Context: an optimization exercise on an open-source flow, tuned for small area and few clock cycles per item. The choices shown serve that exercise and are no tape-out recipe.
RTL that was checked went through simulation tests only; none was proved equivalent to the original.
Power is estimated from default activity; no workload was simulated.

main:
// lb_top
module lb_top (
    input  logic                             clk,
    input  logic                             rstn,
    input  logic [1:0]                       mode,
    input  logic [4-1:0]            s_arvalid,
    input  logic [4*48-1:0] s_araddr,
    output logic [4-1:0]            s_arready,
    output logic [4-1:0]            s_rvalid,
    output logic [4*64-1:0] s_rdata,
    input  logic [4-1:0]            s_rready,
    output logic [4-1:0]            m_arvalid,
    output logic [4*48-1:0] m_araddr,
    input  logic [4-1:0]            m_arready,
    input  logic [4-1:0]            m_rvalid,
    input  logic [4*64-1:0] m_rdata
);
For scale: about 810 cells after synthesis, ~460 flip-flops.
==> module lb_lane, before the edit <==
module lb_lane (
    input  logic                  clk,
    input  logic                  rstn,
    input  logic                  active,
    input  logic                  s_arvalid,
    input  logic [48-1:0] s_araddr,
    output logic                  s_arready,
    output logic                  s_rvalid,
    output logic [64-1:0] s_rdata,
    input  logic                  s_rready,
    output logic                  m_arvalid,
    output logic [48-1:0] m_araddr,
    input  logic                  m_arready,
    input  logic                  m_rvalid,
    input  logic [64-1:0] m_rdata
);
    logic                  infl;
    logic                  held;
    logic [64-1:0] buf_q;
    logic                  room;
    logic                  accept;
    logic                  issue;
    logic                  req_v;
    logic [48-1:0] req_a;
    logic                  ret;
    assign s_rvalid  = held | m_rvalid;
    assign s_rdata   = held ? buf_q : m_rdata;
    assign ret       = s_rvalid & s_rready;
    assign room      = ~infl | ret;
    assign m_arvalid = req_v & active & room;
    assign m_araddr  = req_a;
    assign issue     = m_arvalid & m_arready;
    assign s_arready = ~req_v | issue;
    assign accept    = s_arvalid & s_arready;
    always_ff @(posedge clk) begin
        if (!rstn) begin
            req_v <= 1'b0;
            infl <= 1'b0;
            held <= 1'b0;
        end else begin
            req_v <= accept | (req_v & ~issue);
            infl  <= issue | (infl & ~ret);
            held <= s_rvalid & ~s_rready;
        end
    end
    always_ff @(posedge clk) begin
        if (accept) begin
            req_a <= s_araddr;
        end
    end
    always_ff @(posedge clk) begin
        if (!held) begin
            buf_q <= m_rdata;
        end
    end
endmodule
clock: 14.0 ns
lec_check: 0
cap_margin: 20
core_area: 2 2 458 118
cts_buf_list: sky130_fd_sc_hd__clkbuf_16
cts_cluster_diameter: 70
cts_cluster_size: 26
die_area: 0 0 460 120
slew_margin: 20
standard.sh (not shown) runs the stock make flow with config.mk's settings and CLKGATE_MAP_FILE= SYNTH_SCRIPT=/design/flow/synth_recipe.tcl, a recipe that flattens the netlist after the stock synthesis.
==> flow/flow/run.sh <==
#!/bin/bash
# standard layout, with the smallest buffer on every port instead of the
# resizer's default pick
set -o pipefail
cp standard.sh standard.sh.txt
export BUFFER_PORTS_ARGS="-buffer_cell sky130_fd_sc_hd__buf_1"
bash standard.sh > standard.log 2>&1
Testbench counts of main, summed over its fixed seeds: cycles 4,216, items 4,800.
Setup changes, main to the feature branch
-- flow/design.v --
<<< main, line 16
    input  logic [64-1:0] m_rdata
);
    logic                  infl;
    logic                  held;
    logic [64-1:0] buf_q;
    logic                  room;
    logic                  accept;
>>> the feature branch, line 16
    input  logic [64-1:0] m_rdata
);
    logic                  infl_1;
    logic                  infl_2;
    logic                  head_v;
    logic                  tail_v;
    logic [64-1:0] head_q;
    logic [64-1:0] tail_q;
    logic [64-1:0] tail_or_chan;
    logic                  room;
    logic                  accept;
<<< main, line 25
    logic [48-1:0] req_a;
    logic                  ret;
    assign s_rvalid  = held | m_rvalid;
    assign s_rdata   = held ? buf_q : m_rdata;
    assign ret       = s_rvalid & s_rready;
    assign room      = ~infl | ret;
    assign m_arvalid = req_v & active & room;
    assign m_araddr  = req_a;
>>> the feature branch, line 29
    logic [48-1:0] req_a;
    logic                  ret;
    assign tail_or_chan = tail_v ? tail_q : m_rdata;
    assign s_rdata      = head_v ? head_q : tail_or_chan;
    assign s_rvalid     = head_v | tail_v | m_rvalid;
    assign ret          = s_rvalid & s_rready;
    assign room      = (~infl_2 | ret) & ~tail_v & ~(head_v & m_rvalid);
    assign m_arvalid = req_v & active & room;
    assign m_araddr  = req_a;
<<< main, line 36
    always_ff @(posedge clk) begin
        if (!rstn) begin
            req_v <= 1'b0;
            infl <= 1'b0;
            held <= 1'b0;
        end else begin
            req_v <= accept | (req_v & ~issue);
            infl  <= issue | (infl & ~ret);
            held <= s_rvalid & ~s_rready;
        end
    end
>>> the feature branch, line 41
    always_ff @(posedge clk) begin
        if (!rstn) begin
            req_v  <= 1'b0;
            infl_1 <= 1'b0;
            infl_2 <= 1'b0;
            head_v <= 1'b0;
            tail_v <= 1'b0;
        end else begin
            req_v <= accept | (req_v & ~issue);
            if (issue & ~ret) begin
                infl_1 <= 1'b1;
                infl_2 <= infl_1;
            end else if (ret & ~issue) begin
                infl_1 <= infl_2;
                infl_2 <= 1'b0;
            end
            head_v <= s_rvalid & ~s_rready;
            tail_v <= head_v & (tail_v | m_rvalid);
        end
    end
<<< main, line 51
    end
    always_ff @(posedge clk) begin
        if (!held) begin
            buf_q <= m_rdata;
        end
    end
endmodule
>>> the feature branch, line 65
    end
    always_ff @(posedge clk) begin
        head_q <= s_rdata;
        tail_q <= tail_or_chan;
    end
endmodule
==> results.txt <==
- The sequential power in the feature branch sits 54% above the value recorded for main.
- Share of synthesized flip-flops with an asynchronous set or reset: the feature branch vs main identical
- Compared with main, in the feature branch number of buffers created by CTS higher; count of unique library cells instantiated by Yosys higher.
- On portion of total power attributed to combinational logic: the feature branch sits below main.
- Looking at final period utilization across the feature branch and main, the one that comes out higher is the feature branch.
- Clock network latency to the later pin of the worst-skew pair in the feature branch vs main: up 0.04 ns
Testbench counts of the feature branch, summed over its fixed seeds: cycles 2,420, items 4,800.

========
lane 1:
Another version of the RTL of lb_top (not shown whole).
Size: about 790 cells after synthesis, ~260 flip-flops, roughly 930 I/O pins, about 0.010 mm² of cells after synthesis.
==> module lb_lane, before the edit <==
module lb_lane (
    input  logic                  clk,
    input  logic                  rstn,
    input  logic                  active,
    input  logic                  s_arvalid,
    output logic                  s_arready,
    output logic                  s_rvalid,
    output logic [64-1:0] s_rdata,
    input  logic                  s_rready,
    output logic                  m_arvalid,
    input  logic                  m_arready,
    input  logic                  m_rvalid,
    input  logic [64-1:0] m_rdata
);
    logic                  infl;
    logic                  held;
    logic [64-1:0] buf_q;
    logic                  room;
    logic                  accept;
    logic                  ret;
    assign s_rvalid  = held | m_rvalid;
    assign s_rdata   = held ? buf_q : m_rdata;
    assign ret       = s_rvalid & s_rready;
    assign room      = ~infl | ret;
    assign m_arvalid = s_arvalid & active & room;
    assign s_arready = m_arready & active & room;
    assign accept    = s_arvalid & s_arready;
    always_ff @(posedge clk) begin
        if (!rstn) begin
            infl <= 1'b0;
            held <= 1'b0;
        end else begin
            infl <= accept | (infl & ~ret);
            held <= s_rvalid & ~s_rready;
        end
    end
    always_ff @(posedge clk) begin
        if (!held) begin
            buf_q <= m_rdata;
        end
    end
endmodule
export LEC_CHECK = 0
export CAP_MARGIN = 20
export CORE_AREA = 2 2 438 108
export CTS_BUF_LIST = sky130_fd_sc_hd__clkbuf_16
export CTS_CLUSTER_DIAMETER = 80
export CTS_CLUSTER_SIZE = 30
export DIE_AREA = 0 0 440 110
export SLEW_MARGIN = 20
create_clock -name core_clock -period 14.0 [get_ports {clk}]
Scripts as last shown in full above: flow/flow/run.sh
Testbench counts of lane 1, summed over its fixed seeds: cycles 4,208, items 4,800.
Input changes introduced in lane 2 (baseline for comparison: lane 1):
diff --git a/flow/design.v b/flow/design.v
--- a/flow/design.v
+++ b/flow/design.v
@@ -14,14 +14,19 @@
     input  logic [64-1:0] m_rdata
 );
-    logic                  infl;
-    logic                  held;
-    logic [64-1:0] buf_q;
+    logic                  infl_1;
+    logic                  infl_2;
+    logic                  head_v;
+    logic                  tail_v;
+    logic [64-1:0] head_q;
+    logic [64-1:0] tail_q;
+    logic [64-1:0] tail_or_chan;
     logic                  room;
     logic                  accept;
     logic                  ret;
-    assign s_rvalid  = held | m_rvalid;
-    assign s_rdata   = held ? buf_q : m_rdata;
-    assign ret       = s_rvalid & s_rready;
-    assign room      = ~infl | ret;
+    assign tail_or_chan = tail_v ? tail_q : m_rdata;
+    assign s_rdata      = head_v ? head_q : tail_or_chan;
+    assign s_rvalid     = head_v | tail_v | m_rvalid;
+    assign ret          = s_rvalid & s_rready;
+    assign room      = (~infl_2 | ret) & ~tail_v & ~(head_v & m_rvalid);
     assign m_arvalid = s_arvalid & active & room;
     assign s_arready = m_arready & active & room;
@@ -29,15 +34,23 @@
     always_ff @(posedge clk) begin
         if (!rstn) begin
-            infl <= 1'b0;
-            held <= 1'b0;
+            infl_1 <= 1'b0;
+            infl_2 <= 1'b0;
+            head_v <= 1'b0;
+            tail_v <= 1'b0;
         end else begin
-            infl <= accept | (infl & ~ret);
-            held <= s_rvalid & ~s_rready;
+            if (accept & ~ret) begin
+                infl_1 <= 1'b1;
+                infl_2 <= infl_1;
+            end else if (ret & ~accept) begin
+                infl_1 <= infl_2;
+                infl_2 <= 1'b0;
+            end
+            head_v <= s_rvalid & ~s_rready;
+            tail_v <= head_v & (tail_v | m_rvalid);
         end
     end
     always_ff @(posedge clk) begin
-        if (!held) begin
-            buf_q <= m_rdata;
-        end
+        head_q <= s_rdata;
+        tail_q <= tail_or_chan;
     end
 endmodule
--- outcome ---
| via count | lower: lane 1 |
Design area (lane 2 / lane 1): 1.8
Lane 2 ends up with lower time the worst path needs with I/O delays and setup than lane 1 does.
From lane 1 to lane 2, worst-path maximum fanout did not move at all.
The simple-gate portion of the synthesized area number comes out lower for lane 1 vs lane 2.
Comparing lane 2 and lane 1, the lower part of the power in combinational logic is on lane 2.
Lane 2 vs lane 1, start point of the critical path: mode[1] vs s_rready[3]
Diff lane 1 -> lane 2: worst hold slack now sits lower; clock latency on the worst-skew pair increased 0.07 ns; number of global-route vias before repair now sits higher.
Function not checked in lane 2: the RTL went through the layout flow alone.

========
lb_top again, from the RTL that the note above started with.
==> flow/config.mk <==
export PLATFORM = sky130hd
export DESIGN_NAME = lb_top
export DESIGN_NICKNAME = lb_top
export VERILOG_FILES = /design/flow/design.v
export SDC_FILE = /design/flow/constraint.sdc
export NUM_CORES = 4
export LEC_CHECK = 0
export CAP_MARGIN = 20
export CORE_AREA = 2 2 438 108
export CTS_BUF_LIST = sky130_fd_sc_hd__clkbuf_16
export CTS_CLUSTER_DIAMETER = 70
export CTS_CLUSTER_SIZE = 26
export DIE_AREA = 0 0 440 110
export SLEW_MARGIN = 20
==> flow/constraint.sdc <==
create_clock -name core_clock -period 14.0 [get_ports {clk}]
set_input_delay 2.8000 -clock core_clock [delete_from_list [all_inputs] [get_ports {clk}]]
set_output_delay 2.8000 -clock core_clock [all_outputs]
set_load 0.01 [all_outputs]
Scripts as last shown in full above: flow/flow/run.sh
Testbench counts at the start, summed over its fixed seeds: cycles 4,208, items 4,800.
Then changed:
--- a/flow/design.v
+++ b/flow/design.v
@@ -12,33 +12,64 @@
     input  logic                  m_arready,
     input  logic                  m_rvalid,
     input  logic [64-1:0] m_rdata
 );
-    logic                  infl;
-    logic                  held;
-    logic [64-1:0] buf_q;
+    logic                  infl_1;
+    logic                  infl_2;
+    logic                  held_1;
+    logic                  held_2;
+    logic                  rd_ptr;
+    logic                  wr_ptr;
+    logic [64-1:0] buf_0;
+    logic [64-1:0] buf_1;
     logic                  room;
     logic                  accept;
     logic                  ret;
-    assign s_rvalid  = held | m_rvalid;
-    assign s_rdata   = held ? buf_q : m_rdata;
+    logic                  push;
+    logic                  pop;
+    assign s_rvalid  = held_1 | m_rvalid;
+    assign s_rdata   = ~held_1 ? m_rdata : (rd_ptr ? buf_1 : buf_0);
     assign ret       = s_rvalid & s_rready;
-    assign room      = ~infl | ret;
+    assign room      = ~infl_2 | ret;
     assign m_arvalid = s_arvalid & active & room;
     assign s_arready = m_arready & active & room;
     assign accept    = s_arvalid & s_arready;
+    assign push   = m_rvalid & ~(~held_1 & s_rready);
+    assign pop    = held_1 & s_rready;
+    assign wr_ptr = rd_ptr ^ held_1;
     always_ff @(posedge clk) begin
         if (!rstn) begin
-            infl <= 1'b0;
-            held <= 1'b0;
+            infl_1 <= 1'b0;
+            infl_2 <= 1'b0;
+            held_1 <= 1'b0;
+            held_2 <= 1'b0;
+            rd_ptr <= 1'b0;
         end else begin
-            infl <= accept | (infl & ~ret);
-            held <= s_rvalid & ~s_rready;
+            if (accept & ~ret) begin
+                infl_1 <= 1'b1;
+                infl_2 <= infl_1;
+            end else if (ret & ~accept) begin
+                infl_1 <= infl_2;
+                infl_2 <= 1'b0;
+            end
+            if (push & ~pop) begin
+                held_1 <= 1'b1;
+                held_2 <= held_1;
+            end else if (pop & ~push) begin
+                held_1 <= held_2;
+                held_2 <= 1'b0;
+            end
+            if (pop) begin
+                rd_ptr <= ~rd_ptr;
+            end
         end
     end
     always_ff @(posedge clk) begin
-        if (!held) begin
-            buf_q <= m_rdata;
+        if (push & ~wr_ptr) begin
+            buf_0 <= m_rdata;
+        end
+        if (push & wr_ptr) begin
+            buf_1 <= m_rdata;
         end
     end
 endmodule
 module lb_top (
The changed run passed the timing, design-rule and antenna checks.
Total power is higher by well over a third.
Wire length rose by well over a third.
Combinational power increases by well over a third.
Die area does not change.
Via count goes up by well over a third.
Flip-flop and latch count went up by 268.
Global-route usage rises by 14 points.
Testbench counts after the change, summed over its fixed seeds: cycles 2,412, items 4,800.

## separate check: timing with driven ports
The flow's constraints put no driver on any port. The routed layouts listed below were extracted and timed again, unchanged, in two steps. Step 1 sets driving cells, clkbuf_16 on the clock port and buf_2 on the other inputs (assumed; they add their load-dependent delay and slew). Step 2, shift: input delay + t, output delay - t, t = (earliest + latest rising clock arrival at the registers) / 2. This alone moves slack from input paths to output paths. Slacks: no drivers / after step 1 / after step 2; pairs: no drivers / after step 1.
run | shift t [ns] | slack for setup (ns) | worst setup path after step 2 | worst slew at a driven data input, ns
main | 0.627 | 7.316 / 7.103 / 7.103 | input to output | 0.24
the feature branch | 0.675 | 7.085 / 7.062 / 7.062 | input to output | 0.11
lane 1 | 0.534 | 7.243 / 7.220 / 7.220 | input to output | 0.17
lane 2 | 0.607 | 7.372 / 7.352 / 7.352 | input to output | 0.21
the first run of note 3 | 0.535 | 7.206 / 7.182 / 7.182 | input to output | 0.17
the second run of note 3 | 0.627 | 7.278 / 7.252 / 7.252 | input to output | 0.32
After both steps every run listed still meets setup and hold. The setup slack of main, which loses most, moves by -0.213 ns with the drivers and by -0.213 ns with both steps.
